From an optimization exercise on the open Yosys and OpenROAD flow, aimed at small area; shortcuts taken in it are not production practice. Only simulation tests tie the RTL to the original design; equivalence was not proved. The clock input has no modelled driver; a real chip could not lean on it and would need a root buffer or a full tree. Power figures rest on the tool's default switching activity, not on a simulated workload.

## JK
==> flow/design.v <==
`timescale 1ns/1ps
package sadPkg;
        localparam int ApbAddrWidth = 8;
        localparam int ApbDataWidth = 32;
        localparam int FrameIndexWidth = 8;
        localparam int NumElems = 16;
        typedef logic [ApbAddrWidth-1:0] apbAddrT;
        typedef logic [ApbDataWidth-1:0] apbDataT;
        typedef logic [FrameIndexWidth-1:0] frameIndexT;
        typedef enum logic [1:0] {
                kindNone         = 2'd0,
                kindFrameLoad    = 2'd1,
                kindFrameCompute = 2'd2,
                kindWindowLoad   = 2'd3
        } loadKindT;
        localparam apbAddrT AddrCmd = 8'h00;
        localparam apbAddrT AddrElem = 8'h04;
        localparam apbAddrT AddrCount = 8'h08;
        localparam apbAddrT AddrLast = 8'h0C;
        localparam apbAddrT AddrBest = 8'h10;
        localparam apbAddrT AddrBestIdx = 8'h14;
endpackage
`timescale 1ns/1ps
module sadApbControl #(
        parameter int ElemWidth = 8
) (
        input  logic Clk,
        input  logic rst,
        input  logic psel,
        input  logic penable,
        input  logic pwrite,
        input  sadPkg::apbAddrT paddr,
        input  sadPkg::apbDataT pwdata,
        output sadPkg::apbDataT prdata,
        input  logic [ElemWidth+3:0] lastSad,
        input  logic [ElemWidth+3:0] bestSad,
        input  sadPkg::frameIndexT bestIdx,
        input  sadPkg::frameIndexT resultCount,
        output logic elemTransfer,
        output logic elemWrite,
        output logic windowLoad,
        output logic computeStart,
        output logic countWrite,
        output logic [3:0] stagePtr
);
        logic wrEn;
        logic cmdWrite;
        assign wrEn = psel & penable & pwrite;
        assign elemTransfer = psel && pwrite && (paddr == sadPkg::AddrElem);
        assign cmdWrite = wrEn && (paddr == sadPkg::AddrCmd);
        assign elemWrite = elemTransfer && penable;
        assign countWrite = wrEn && (paddr == sadPkg::AddrCount);
        assign windowLoad = cmdWrite && (pwdata[1:0] == sadPkg::kindWindowLoad);
        assign computeStart = cmdWrite && (pwdata[1:0] == sadPkg::kindFrameCompute);
        always_ff @(posedge Clk) begin
                if (rst) begin
                        stagePtr <= '0;
                end else if (cmdWrite) begin
                        stagePtr <= '0;
                end else if (elemWrite) begin
                        stagePtr <= stagePtr + 1'b1;
                end
        end
        always_comb begin
                case (paddr)
                        sadPkg::AddrCount: prdata = sadPkg::ApbDataWidth'(resultCount);
                        sadPkg::AddrLast: prdata = sadPkg::ApbDataWidth'(lastSad);
                        sadPkg::AddrBest: prdata = sadPkg::ApbDataWidth'(bestSad);
                        sadPkg::AddrBestIdx: prdata = sadPkg::ApbDataWidth'(bestIdx);
                        default: prdata = '0;
                endcase
        end
endmodule
`timescale 1ns/1ps
module sadVectorCapture #(
        parameter int ElemWidth = 8
) (
        input  logic Clk,
        input  logic rst,
        input  logic elemTransfer,
        input  logic elemWrite,
        input  logic [3:0] stagePtr,
        input  logic [ElemWidth-1:0] elemData,
        input  logic windowLoad,
        input  logic [1:0] lane,
        input  logic idle,
        output logic [1:0] phase,
        output logic [ElemWidth-1:0] stageElem,
        output logic [ElemWidth-1:0] windowElem
);
        logic [ElemWidth-1:0] stageMem [16];
        logic [ElemWidth-1:0] windowMem [16];
        logic [ElemWidth-1:0] heldData;
        logic [1:0] heldAge;
        logic [3:0] heldPtr;
        logic copyWait;
        logic copying;
        logic busWrite;
        logic heldWrite;
        logic [1:0] insLane;
        logic [ElemWidth-1:0] insData;
        always_ff @(posedge Clk) begin
                if (rst) begin
                        phase <= '0;
                end else begin
                        phase <= phase + 1'b1;
                end
        end
        always_ff @(posedge Clk) begin
                if (elemWrite) begin
                        heldData <= elemData;
                end
                heldAge <= {heldAge[0], elemWrite};
        end
        assign heldPtr = stagePtr - 1'b1;
        assign busWrite = elemTransfer && (stagePtr[1:0] == phase);
        assign heldWrite = (|heldAge) && (heldPtr[1:0] == phase);
        assign insLane = busWrite ? stagePtr[3:2] : heldPtr[3:2];
        assign insData = busWrite ? elemData : heldData;
        always_ff @(posedge Clk) begin
                if (rst) begin
                        copyWait <= 1'b0;
                        copying <= 1'b0;
                end else begin
                        copyWait <= (windowLoad || copyWait) && (phase != 2'd3);
                        if (phase == 2'd3) begin
                                copying <= windowLoad || copyWait;
                        end
                end
        end
        always_ff @(posedge Clk) begin
                for (int j = 0; j < 3; j++) begin
                        for (int l = 0; l < 4; l++) begin
                                stageMem[4*j + l] <= stageMem[4*(j + 1) + l];
                                windowMem[4*j + l] <= windowMem[4*(j + 1) + l];
                        end
                end
                for (int l = 0; l < 4; l++) begin
                        if ((busWrite || heldWrite) && (insLane == l)) begin
                                stageMem[12 + l] <= insData;
                        end else begin
                                stageMem[12 + l] <= stageMem[l];
                        end
                        if (copying) begin
                                windowMem[12 + l] <= stageMem[l];
                        end else begin
                                windowMem[12 + l] <= windowMem[l];
                        end
                end
        end
        assign stageElem = stageMem[lane];
        assign windowElem = (copying || idle) ? stageMem[lane] : windowMem[lane];
endmodule
`timescale 1ns/1ps
module sadDiffTree #(
        parameter int ElemWidth = 8
) (
        input  logic [ElemWidth-1:0] windowElem,
        input  logic [ElemWidth-1:0] stageElem,
        input  logic [ElemWidth+3:0] sumIn,
        output logic [ElemWidth+3:0] sumOut
);
        logic [ElemWidth-1:0] d;
        logic gt;
        logic [ElemWidth-1:0] mag;
        assign {gt, d} = {1'b0, windowElem} + {1'b0, ~stageElem};
        assign mag = d ^ {ElemWidth{~gt}};
        assign sumOut = sumIn + {4'd0, mag} + {{(ElemWidth+3){1'b0}}, gt};
endmodule
`timescale 1ns/1ps
module sadBestTracker #(
        parameter int ElemWidth = 8
) (
        input  logic Clk,
        input  logic rst,
        input  logic computeStart,
        input  logic clearBest,
        input  logic [ElemWidth+3:0] sumNext,
        input  logic [1:0] phase,
        output logic [1:0] lane,
        output logic idle,
        output logic [ElemWidth+3:0] lastSad,
        output logic [ElemWidth+3:0] bestSad,
        output sadPkg::frameIndexT bestIdx,
        output sadPkg::frameIndexT resultCount
);
        logic armed;
        logic busy;
        logic turnEnd;
        logic go;
        logic finish;
        assign turnEnd = (phase == 2'd3);
        assign go = (computeStart || armed) && turnEnd;
        assign idle = !busy;
        always_ff @(posedge Clk) begin
                if (rst) begin
                        armed <= 1'b0;
                        busy <= 1'b0;
                        finish <= 1'b0;
                        lane <= '0;
                end else begin
                        armed <= (computeStart || armed) && !turnEnd;
                        busy <= go || (busy && !(turnEnd && (lane == 2'd3)));
                        finish <= busy && turnEnd && (lane == 2'd3);
                        lane <= lane + 2'(busy && turnEnd);
                end
        end
        always_ff @(posedge Clk) begin
                if (rst || computeStart) begin
                        lastSad <= '0;
                end else begin
                        lastSad <= sumNext;
                end
        end
        always_ff @(posedge Clk) begin
                if (rst) begin
                        bestSad <= '1;
                        bestIdx <= '0;
                        resultCount <= '0;
                end else if (clearBest) begin
                        bestSad <= '1;
                        bestIdx <= '0;
                        resultCount <= '0;
                end else begin
                        resultCount <= resultCount + 8'(finish);
                        if (finish && (lastSad < bestSad)) begin
                                bestSad <= lastSad;
                                bestIdx <= resultCount;
                        end
                end
        end
endmodule
`timescale 1ns/1ps
module sadEngineTop #(
        parameter int ElemWidth = 8
) (
        input  logic Clk,
        input  logic rst,
        input  logic psel,
        input  logic penable,
        input  logic pwrite,
        input  sadPkg::apbAddrT paddr,
        input  sadPkg::apbDataT pwdata,
        output sadPkg::apbDataT prdata
);
        localparam int SumWidth = ElemWidth + 4;
        logic elemTransfer;
        logic elemWrite;
        logic windowLoad;
        logic computeStart;
        logic countWrite;
        logic [3:0] stagePtr;
        logic [1:0] lane;
        logic [1:0] phase;
        logic idle;
        logic [ElemWidth-1:0] stageElem;
        logic [ElemWidth-1:0] windowElem;
        logic [SumWidth-1:0] sumNext;
        logic [SumWidth-1:0] lastSad;
        logic [SumWidth-1:0] bestSad;
        sadPkg::frameIndexT bestIdx;
        sadPkg::frameIndexT resultCount;
        sadApbControl #(.ElemWidth(ElemWidth)) uControl (
                .Clk(Clk), .rst(rst),
                .psel(psel), .penable(penable), .pwrite(pwrite),
                .paddr(paddr), .pwdata(pwdata), .prdata(prdata),
                .lastSad(lastSad), .bestSad(bestSad),
                .bestIdx(bestIdx), .resultCount(resultCount),
                .elemTransfer(elemTransfer), .elemWrite(elemWrite),
                .windowLoad(windowLoad), .computeStart(computeStart),
                .countWrite(countWrite), .stagePtr(stagePtr)
        );
        sadVectorCapture #(.ElemWidth(ElemWidth)) uCapture (
                .Clk(Clk), .rst(rst),
                .elemTransfer(elemTransfer), .elemWrite(elemWrite),
                .stagePtr(stagePtr), .elemData(pwdata[ElemWidth-1:0]),
                .windowLoad(windowLoad),
                .lane(lane), .idle(idle), .phase(phase),
                .stageElem(stageElem), .windowElem(windowElem)
        );
        sadDiffTree #(.ElemWidth(ElemWidth)) uDiffTree (
                .windowElem(windowElem), .stageElem(stageElem),
                .sumIn(lastSad), .sumOut(sumNext)
        );
        sadBestTracker #(.ElemWidth(ElemWidth)) uTracker (
                .Clk(Clk), .rst(rst),
                .computeStart(computeStart), .clearBest(countWrite),
                .sumNext(sumNext), .phase(phase), .lane(lane), .idle(idle),
                .lastSad(lastSad), .bestSad(bestSad),
                .bestIdx(bestIdx), .resultCount(resultCount)
        );
endmodule
export LEC_CHECK = 0
export CAP_MARGIN = 20
export CORE_MARGIN = 2
export CORE_UTILIZATION = 40
export CTS_BUF_LIST = sky130_fd_sc_hd__clkbuf_16
export CTS_CLUSTER_DIAMETER = 120
export CTS_CLUSTER_SIZE = 30
export SLEW_MARGIN = 20
create_clock -name core_clock -period 5.0 [get_ports {Clk}]
standard.sh (not shown) runs the stock make flow with config.mk's settings and CLKGATE_MAP_FILE= SYNTH_SCRIPT=/design/flow/synth_recipe.tcl, a recipe that flattens the netlist after the stock synthesis.
==> flow/flow/run.sh <==
#!/bin/bash
# Own layout flow: the standard flow, with the synthesis's ABC technology
# mapping run on flow/abc.script instead of ORFS's speed script. Everything
# else (registers, flattening, renaming, floorplan to finish) is the standard.
# Each step's full output goes to a log file of its own in the work folder.
set -euo pipefail
W=$PWD

# The standard synthesis script, with the abc command taking our mapping script
{
  cat <<EOT
proc abc {args} {
  set i [lsearch -exact \$args -script]
  if {\$i >= 0} { set args [lreplace \$args \$i [expr {\$i + 1}] -script $W/flow/abc.script] }
  yosys abc {*}\$args
}
EOT
  cat "$W/synth_recipe.tcl"
} > "$W/flow_synth.tcl"

make -C "$FLOW_HOME" DESIGN_CONFIG="$W/config.mk" WORK_HOME="$W/orfs" CLKGATE_MAP_FILE= \
  SYNTH_SCRIPT="$W/flow_synth.tcl" synth > "$W/synth.log" 2>&1

# Floorplan to finish as the standard flow does it; writes out/final.def.
# Clock tree: the standard clustering, without dummy loads.
export CTS_ARGS="-sink_clustering_enable -repair_clock_nets -sink_clustering_size 30 -sink_clustering_max_diameter 120 -buf_list sky130_fd_sc_hd__clkbuf_16 -dont_use_dummy_load"
# Port buffers: the smallest buffer cell, one per port as the standard flow
export BUFFER_PORTS_ARGS="-buffer_cell sky130_fd_sc_hd__buf_1"
bash "$W/standard.sh" > "$W/layout.log" 2>&1
==> flow/flow/abc.script <==
strash
balance
rewrite
refactor
balance
rewrite
rewrite -z
balance
refactor -z
rewrite -z
balance
dch -f
amap
topo
stime -c
buffer -p
upsize
dnsize
#### Input delta (MS over JK)
==> flow/flow/abc.script <==
strash
balance
rewrite
refactor
balance
rewrite
rewrite -z
balance
refactor -z
rewrite -z
balance
&get -n
&st
&dch -f
&nf -R 1000 -p -a
&put
topo
stime -c
Results
MS ran to completion and came out clean on the timing, design-rule and antenna checks. Measured against each other, JK and MS differ in relative area change from synthesis to final layout, the lower figure coming from MS. Delta (MS minus JK): combined buffer and inverter count along the critical path shows a reduction of 7; non-clock buffer instance count of the final layout now sits lower; number of global-route vias before repair now sits lower; synthesized cell count lost 0.48%; first-pass iteration count of the detailed router decreased by 3 relative to the old numbers. Going from JK to MS, the area share of buffers outside the clock network was found to have gone down by 0.49 points. JK → MS: total global routing track utilization lower, post-place instance area essentially unchanged.
Relative to MS, the following input files were edited for AL:
diff --git a/flow/flow/run.sh b/flow/flow/run.sh
--- a/flow/flow/run.sh
+++ b/flow/flow/run.sh
@@ -24,5 +24,5 @@
 # Floorplan to finish as the standard flow does it; writes out/final.def.
 # Clock tree: the standard clustering, without dummy loads.
-export CTS_ARGS="-sink_clustering_enable -repair_clock_nets -sink_clustering_size 30 -sink_clustering_max_diameter 120 -buf_list sky130_fd_sc_hd__clkbuf_16 -dont_use_dummy_load"
+export CTS_ARGS="-sink_clustering_enable -repair_clock_nets -sink_clustering_size 32 -sink_clustering_max_diameter 100 -distance_between_buffers 400 -branching_point_buffers_distance 400 -buf_list sky130_fd_sc_hd__clkbuf_16 -dont_use_dummy_load"
 # Port buffers: the smallest buffer cell, one per port as the standard flow
 export BUFFER_PORTS_ARGS="-buffer_cell sky130_fd_sc_hd__buf_1"
==> flow/flow/abc.script <==
strash
&get -n
&st
&dch -f
&nf -R 1000 -p -a
&put
topo
stime -c
## What came out
AL reached the end of the flow, and the finished layout is clean on the timing, design-rule and antenna checks. AL -> MS: post-layout utilization of the core flat. Comparing share of the synthesized area in compound gates (AO/OA/AOI/OAI) for AL and MS, the smaller number came from MS. Power density over cell area ends up lower on AL. Number of inserted filler cells in the final layout was lower in AL than in MS.
[inputs] TR vs AL
- PLACE_DENSITY: unset -> 0.7
diff --git a/flow/flow/run.sh b/flow/flow/run.sh
--- a/flow/flow/run.sh
+++ b/flow/flow/run.sh
@@ -25,5 +25,15 @@
 # Clock tree: the standard clustering, without dummy loads.
 export CTS_ARGS="-sink_clustering_enable -repair_clock_nets -sink_clustering_size 32 -sink_clustering_max_diameter 100 -distance_between_buffers 400 -branching_point_buffers_distance 400 -buf_list sky130_fd_sc_hd__clkbuf_16 -dont_use_dummy_load"
+# Constant outputs: keep synthesis's single tie cell rather than one per port
+export SKIP_REPAIR_TIE_FANOUT=1
 # Port buffers: the smallest buffer cell, one per port as the standard flow
 export BUFFER_PORTS_ARGS="-buffer_cell sky130_fd_sc_hd__buf_1"
+bash "$W/standard.sh" cts > "$W/layout_cts.log" 2>&1
+
+# Clock tree: drop the middle level, so the root buffer drives the leaf
+# buffers directly (the port still drives only the root)
+CLKTRIM_DB="$W/orfs/results/sky130hd/sadEngineTop/base/4_cts.odb" \
+  openroad -no_init -exit "$W/flow/clock_trim.tcl" > "$W/clock_trim.log" 2>&1
+
+# Routing to finish
 bash "$W/standard.sh" > "$W/layout.log" 2>&1
==> flow/flow/clock_trim.tcl (new file) <==
# Remove the clock tree's middle level: the root buffer then drives the leaf
# buffers directly. Reads and rewrites the odb named by env CLKTRIM_DB.
read_db $::env(CLKTRIM_DB)
set block [ord::get_db_block]
set port_net [$block findNet Clk]
# Root buffer: the one clock buffer the port drives
set root ""
foreach it [$port_net getITerms] {
  if {[$it isInputSignal] || [[$it getMTerm] getIoType] eq "INPUT"} {
    set inst [$it getInst]
    if {[string match "*clkbuf*" [[$inst getMaster] getName]]} { set root $inst }
  }
}
if {$root eq ""} { puts "clock_trim: no root buffer"; exit 0 }
set root_out [[$root findITerm X] getNet]
puts "clock_trim: root [$root getName] drives [$root_out getName]"
set removed 0
foreach it [$root_out getITerms] {
  set inst [$it getInst]
  if {$inst eq $root} { continue }
  if {![string match "*clkbuf*" [[$inst getMaster] getName]]} { continue }
  set mid_out [[$inst findITerm X] getNet]
  # only a middle buffer: all its loads are clock buffers
  set ok 1
  foreach l [$mid_out getITerms] {
    set li [$l getInst]
    if {$li eq $inst} { continue }
    if {![string match "*clkbuf*" [[$li getMaster] getName]]} { set ok 0 }
  }
  if {!$ok} { continue }
  set loads {}
  foreach l [$mid_out getITerms] {
    if {[$l getInst] ne $inst} { lappend loads $l }
  }
  foreach l $loads {
    $l disconnect
    $l connect $root_out
  }
  $it disconnect
  [$inst findITerm X] disconnect
  puts "clock_trim: removed [$inst getName], moved [llength $loads] loads"
  odb::dbInst_destroy $inst
  odb::dbNet_destroy $mid_out
  incr removed
}
puts "clock_trim: removed $removed buffers"
write_db $::env(CLKTRIM_DB)
[summary]
Cmp TR vs AL: met1 layer usage reported by global route lower in TR
Looking at register share of total power, TR sits 1.6 points above AL.
Via count of the first global-routing pass: TR vs AL — no meaningful difference
Across both runs, placer's final routability congestion estimate was higher for TR than for AL.
Diff AL..TR | synthesized-area fraction occupied by xor and xnor cells | unchanged

## separate check: timing with driven ports
The flow's constraints put no driver on any port. The routed layouts listed below were extracted and timed again, unchanged, in two steps. Step 1 sets driving cells, clkbuf_16 on the clock port and buf_2 on the other inputs (assumed; they add their load-dependent delay and slew). Step 2 also shifts input and output timing later by t, the mid clock arrival at the registers, as if the neighbouring blocks saw the same clock. Slacks: ideal / step 1 / step 2; pairs: ideal / step 1.
| run | shift t [ns] | setup WS [ns] | hold WS [ns] | worst setup path after step 2 | pins driven straight from the clock port |
|---|---|---|---|---|---|
| JK | 0.524 | 0.319 / 0.319 / 0.319 | 0.307 / 0.307 / 0.307 | register to register | 1 |
| MS | 0.518 | 0.598 / 0.598 / 0.598 | 0.300 / 0.300 / 0.300 | register to register | 1 |
| AL | 0.526 | 0.334 / 0.334 / 0.334 | 0.314 / 0.314 / 0.314 | register to register | 1 |
| TR | 0.461 | 0.506 / 0.506 / 0.506 | 0.328 / 0.328 / 0.328 | register to register | 1 |
After both steps every run listed still meets setup and hold.
